Source: an optimization exercise on an open RTL-to-GDS flow (aim: small area). Production flows keep margins and buffers that such runs may drop.
RTL that was checked went through simulation tests only; none was proved equivalent to the original.
Power figures rest on the tool's default switching activity, not on a simulated workload.

## decomp_unit
module decomp_unit (
  input  wire logic                  clk,
  input  wire logic                  arst_n,
  input  wire logic                  cfg_load,
  input  wire logic [CFG_W-1:0]      cfg,
  input  wire logic                  in_valid,
  input  wire logic                  in_last,
  input  wire logic [COEFF_W-1:0]    coeff,
  output logic                       out_valid,
  output logic                       out_last,
  output logic      [BUNDLE_W-1:0]   out,
  output logic                       cfg_busy,
  output logic                       cfg_reject
);
export LEC_CHECK = 0
export CAP_MARGIN = 20
export CORE_MARGIN = 2
export CORE_UTILIZATION = 50
export GPL_TIMING_DRIVEN = 0
export SETUP_SLACK_MARGIN = 0.1
export SLEW_MARGIN = 20
create_clock -name core_clock -period 4.0 [get_ports {clk}]
standard.sh (not shown) runs the stock make flow with config.mk's settings and CLKGATE_MAP_FILE= SYNTH_SCRIPT=/design/flow/synth_recipe.tcl, a recipe that flattens the netlist after the stock synthesis.
==> flow/flow/run.sh <==
#!/bin/bash
# Own layout flow: the standard synthesis and ORFS flow, with three changes:
#  - ports are buffered with sky130_fd_sc_hd__buf_1 instead of the delay buffer
#    buffer_ports picks by default,
#  - CTS uses clkbuf_8 with larger sink clusters and inserts no dummy clock loads,
#  - constant-0 output ports share tie cells in small groups of neighbouring pins
#    (flow/share_ties.tcl, run before global placement).
# Each tool's output goes to a log of its own in this folder; ORFS keeps its
# per-step logs under orfs/logs.
set -euo pipefail
here=$(pwd)
export PRE_GLOBAL_PLACE_TCL="$here/flow/share_ties.tcl"
export TIE_GROUP=${TIE_GROUP:-6}
export BUFFER_PORTS_ARGS="-buffer_cell sky130_fd_sc_hd__buf_1"
export CTS_ARGS="-sink_clustering_enable -repair_clock_nets -dont_use_dummy_load -buf_list sky130_fd_sc_hd__clkbuf_8 -sink_clustering_size 20 -sink_clustering_max_diameter 45"
bash standard.sh synth > "$here/synth.log" 2>&1
bash standard.sh > "$here/layout.log" 2>&1
Other scripts of this flow, unchanged in this note and not shown: flow/flow/share_ties.tcl
The baseline went through all stages and came out clean.
Then changed:
--- a/flow/flow/run.sh
+++ b/flow/flow/run.sh
@@ -3,5 +3,5 @@
 #  - ports are buffered with sky130_fd_sc_hd__buf_1 instead of the delay buffer
 #    buffer_ports picks by default,
-#  - CTS uses clkbuf_8 with larger sink clusters and inserts no dummy clock loads,
+#  - CTS inserts no dummy clock loads,
 #  - constant-0 output ports share tie cells in small groups of neighbouring pins
 #    (flow/share_ties.tcl, run before global placement).
After rerunning: Fmax does not change. Combinational power is about the same. Sequential power barely changes. Count of clock-buffer cells in the layout does not change. Global-route usage does not change. Sequential share of layout area does not change.


== job 2529 ==
decomp_unit, a different RTL version from the one above (not shown whole).
Size: about 1,200 cells after synthesis, about 340 flip-flops, ~340 I/O pins.
// decomp_unit
module decomp_unit (
  input  wire logic                  clk,
  input  wire logic                  arst_n,
  input  wire logic                  cfg_load,
  input  wire logic [CFG_W-1:0]      cfg,
  input  wire logic                  in_valid,
  input  wire logic                  in_last,
  input  wire logic [COEFF_W-1:0]    coeff,
  output logic                       out_valid,
  output logic                       out_last,
  output logic      [BUNDLE_W-1:0]   out,
  output logic                       cfg_busy,
  output logic                       cfg_reject
);
==> flow/config.mk <==
export PLATFORM = sky130hd
export DESIGN_NAME = decomp_unit
export DESIGN_NICKNAME = decomp_unit
export VERILOG_FILES = /design/flow/design.v
export SDC_FILE = /design/flow/constraint.sdc
export NUM_CORES = 4
export LEC_CHECK = 0
export CAP_MARGIN = 20
export CORE_MARGIN = 2
export CORE_UTILIZATION = 50
export GPL_TIMING_DRIVEN = 0
export SETUP_SLACK_MARGIN = 0.05
export SLEW_MARGIN = 20
==> flow/constraint.sdc <==
create_clock -name core_clock -period 4.0 [get_ports {clk}]
set_input_delay 0.8000 -clock core_clock [delete_from_list [all_inputs] [get_ports {clk}]]
set_output_delay 0.8000 -clock core_clock [all_outputs]
set_load 0.01 [all_outputs]
==> flow/flow/run.sh <==
#!/bin/bash
# Own layout flow: the standard synthesis and ORFS flow, with three changes:
#  - ports are buffered with sky130_fd_sc_hd__buf_1 instead of the delay buffer
#    buffer_ports picks by default,
#  - CTS uses clkbuf_8 with larger sink clusters and inserts no dummy clock loads,
#  - constant-0 output ports share tie cells in small groups of neighbouring pins
#    (flow/share_ties.tcl, run before global placement).
# Each tool's output goes to a log of its own in this folder; ORFS keeps its
# per-step logs under orfs/logs.
set -euo pipefail
here=$(pwd)
export PRE_GLOBAL_PLACE_TCL="$here/flow/share_ties.tcl"
export TIE_GROUP=${TIE_GROUP:-12}
export BUFFER_PORTS_ARGS="-buffer_cell sky130_fd_sc_hd__buf_1"
export CTS_ARGS="-sink_clustering_enable -repair_clock_nets -dont_use_dummy_load -buf_list sky130_fd_sc_hd__clkbuf_8 -sink_clustering_size 20 -sink_clustering_max_diameter 45"
bash standard.sh synth > "$here/synth.log" 2>&1
bash standard.sh > "$here/layout.log" 2>&1
==> flow/flow/share_ties.tcl <==
# Let neighbouring constant-0 output ports share one tie cell.
# Each such port is driven by a tie of its own after floorplan (through the
# buffer that synthesis put in front of each port); the buffers are removed
# first, as global placement would do anyway, then the ports are sorted along
# the die edge and each run of TIE_GROUP ports keeps only its first tie.
remove_buffers
set block [ord::get_db_block]
set die [$block getDieArea]
set W [$die dx]
set H [$die dy]
set cands {}
foreach inst [$block getInsts] {
  if {[[$inst getMaster] getName] ne "sky130_fd_sc_hd__conb_1"} { continue }
  set lo [$inst findITerm LO]
  set hi [$inst findITerm HI]
  if {$lo eq "NULL" || [$lo getNet] eq "NULL"} { continue }
  if {$hi ne "NULL" && [$hi getNet] ne "NULL"} { continue }
  set net [$lo getNet]
  set bts [$net getBTerms]
  if {[llength $bts] != 1 || [llength [$net getITerms]] != 1} { continue }
  set bt [lindex $bts 0]
  if {[$bt getIoType] ne "OUTPUT"} { continue }
  set bb [$bt getBBox]
  set x [expr {([$bb xMin] + [$bb xMax]) / 2}]
  set y [expr {([$bb yMin] + [$bb yMax]) / 2}]
  # position along the die edge, counter-clockwise from the lower left corner
  if {$y <= 0 + 2000} {
    set p $x
  } elseif {$x >= $W - 2000} {
    set p [expr {$W + $y}]
  } elseif {$y >= $H - 2000} {
    set p [expr {$W + $H + ($W - $x)}]
  } else {
    set p [expr {2 * $W + $H + ($H - $y)}]
  }
  lappend cands [list $p $inst $net $bt]
}
set cands [lsort -real -index 0 $cands]
set k 0
set keep ""
set shared 0
foreach c $cands {
  lassign $c p inst net bt
  if {$k % $::env(TIE_GROUP) == 0} {
    set keep $net
  } else {
    $bt disconnect
    $bt connect $keep
    odb::dbInst_destroy $inst
    odb::dbNet_destroy $net
    incr shared
  }
  incr k
}
puts "share_ties: [llength $cands] constant ports, $shared ties removed"
Job 2529 completed end to end with timing, DRC and antenna clean.
Changes in job 5290 relative to job 2529:
-- flow/config.mk --
<<< job 2529, line 8
export CAP_MARGIN = 20
export CORE_MARGIN = 2
export CORE_UTILIZATION = 50
export GPL_TIMING_DRIVEN = 0
export SETUP_SLACK_MARGIN = 0.05
export SLEW_MARGIN = 20
>>> job 5290, line 8
export CAP_MARGIN = 20
export CORE_MARGIN = 2
export CORE_UTILIZATION = 55
export GPL_TIMING_DRIVEN = 0
export SETUP_SLACK_MARGIN = 0.1
export SLEW_MARGIN = 20
Results
Going from job 2529 to job 5290, the met1 routed wirelength after detailed routing was found to have gone down by 2000 um. Job 5290 and job 2529 ended up with roughly the same design area. Job 2529 -> job 5290: proportion of power drawn by combinational gates flat. Relative to job 2529, maximum frequency has increased by 0.62% in job 5290. Switching power share of the total of job 2529 is on par with job 5290.
Inputs modified between job 5290 and job 7237:
-- flow/flow/run.sh --
<<< job 5290, line 11
here=$(pwd)
export PRE_GLOBAL_PLACE_TCL="$here/flow/share_ties.tcl"
export TIE_GROUP=${TIE_GROUP:-12}
export BUFFER_PORTS_ARGS="-buffer_cell sky130_fd_sc_hd__buf_1"
export CTS_ARGS="-sink_clustering_enable -repair_clock_nets -dont_use_dummy_load -buf_list sky130_fd_sc_hd__clkbuf_8 -sink_clustering_size 20 -sink_clustering_max_diameter 45"
>>> job 7237, line 11
here=$(pwd)
export PRE_GLOBAL_PLACE_TCL="$here/flow/share_ties.tcl"
export TIE_GROUP=${TIE_GROUP:-6}
export BUFFER_PORTS_ARGS="-buffer_cell sky130_fd_sc_hd__buf_1"
export CTS_ARGS="-sink_clustering_enable -repair_clock_nets -dont_use_dummy_load -buf_list sky130_fd_sc_hd__clkbuf_8 -sink_clustering_size 20 -sink_clustering_max_diameter 45"
-- flow/config.mk --
<<< job 5290, line 8
export CAP_MARGIN = 20
export CORE_MARGIN = 2
export CORE_UTILIZATION = 55
export GPL_TIMING_DRIVEN = 0
export SETUP_SLACK_MARGIN = 0.1
>>> job 7237, line 8
export CAP_MARGIN = 20
export CORE_MARGIN = 2
export CORE_UTILIZATION = 50
export GPL_TIMING_DRIVEN = 0
export SETUP_SLACK_MARGIN = 0.1
### Flow results
- NOTE: fraction of final layout cells with drive strength greater than 1 in job 7237 falls short of that of job 5290
- Job 5290 vs job 7237, end of the critical path: out[90] vs out[81]
- Per the comparison of job 7237 with job 5290, part of the power in combinational logic neither gained nor lost much; setup slack lost 36 ps.
Function was not checked in any run of this note: the RTL went through the layout flow alone.

-- what the ideal ports hide --
No port has a modelled driver above. Below, the same layouts with a new extraction and two added sets of constraints. Step 1 (the two cells are an assumption about what drives the block):
set clk [get_ports {clk}]
set_driving_cell -lib_cell sky130_fd_sc_hd__clkbuf_16 $clk
set_driving_cell -lib_cell sky130_fd_sc_hd__buf_2 [delete_from_list [all_inputs] $clk]
Step 2 also shifts input and output timing later by t, the mid clock arrival at the registers, as if the neighbouring blocks saw the same clock. Three values: ideal, step 1, step 2; two values: the first two.
run | shift t [ns] | slack for setup (ns) | worst setup path at the end | cell pins on the clock port's net
the first run of note 1 | 0.584 | 0.055 / 0.018 / 0.602 | register to output | 1
the second run of note 1 | 0.584 | 0.055 / 0.018 / 0.602 | register to output | 1
job 2529 | 0.597 | 0.118 / 0.070 / 0.667 | register to output | 1
job 5290 | 0.595 | 0.142 / 0.095 / 0.691 | register to output | 1
job 7237 | 0.603 | 0.107 / 0.060 / 0.663 | register to output | 1
After both steps setup and hold are still met in every run listed.
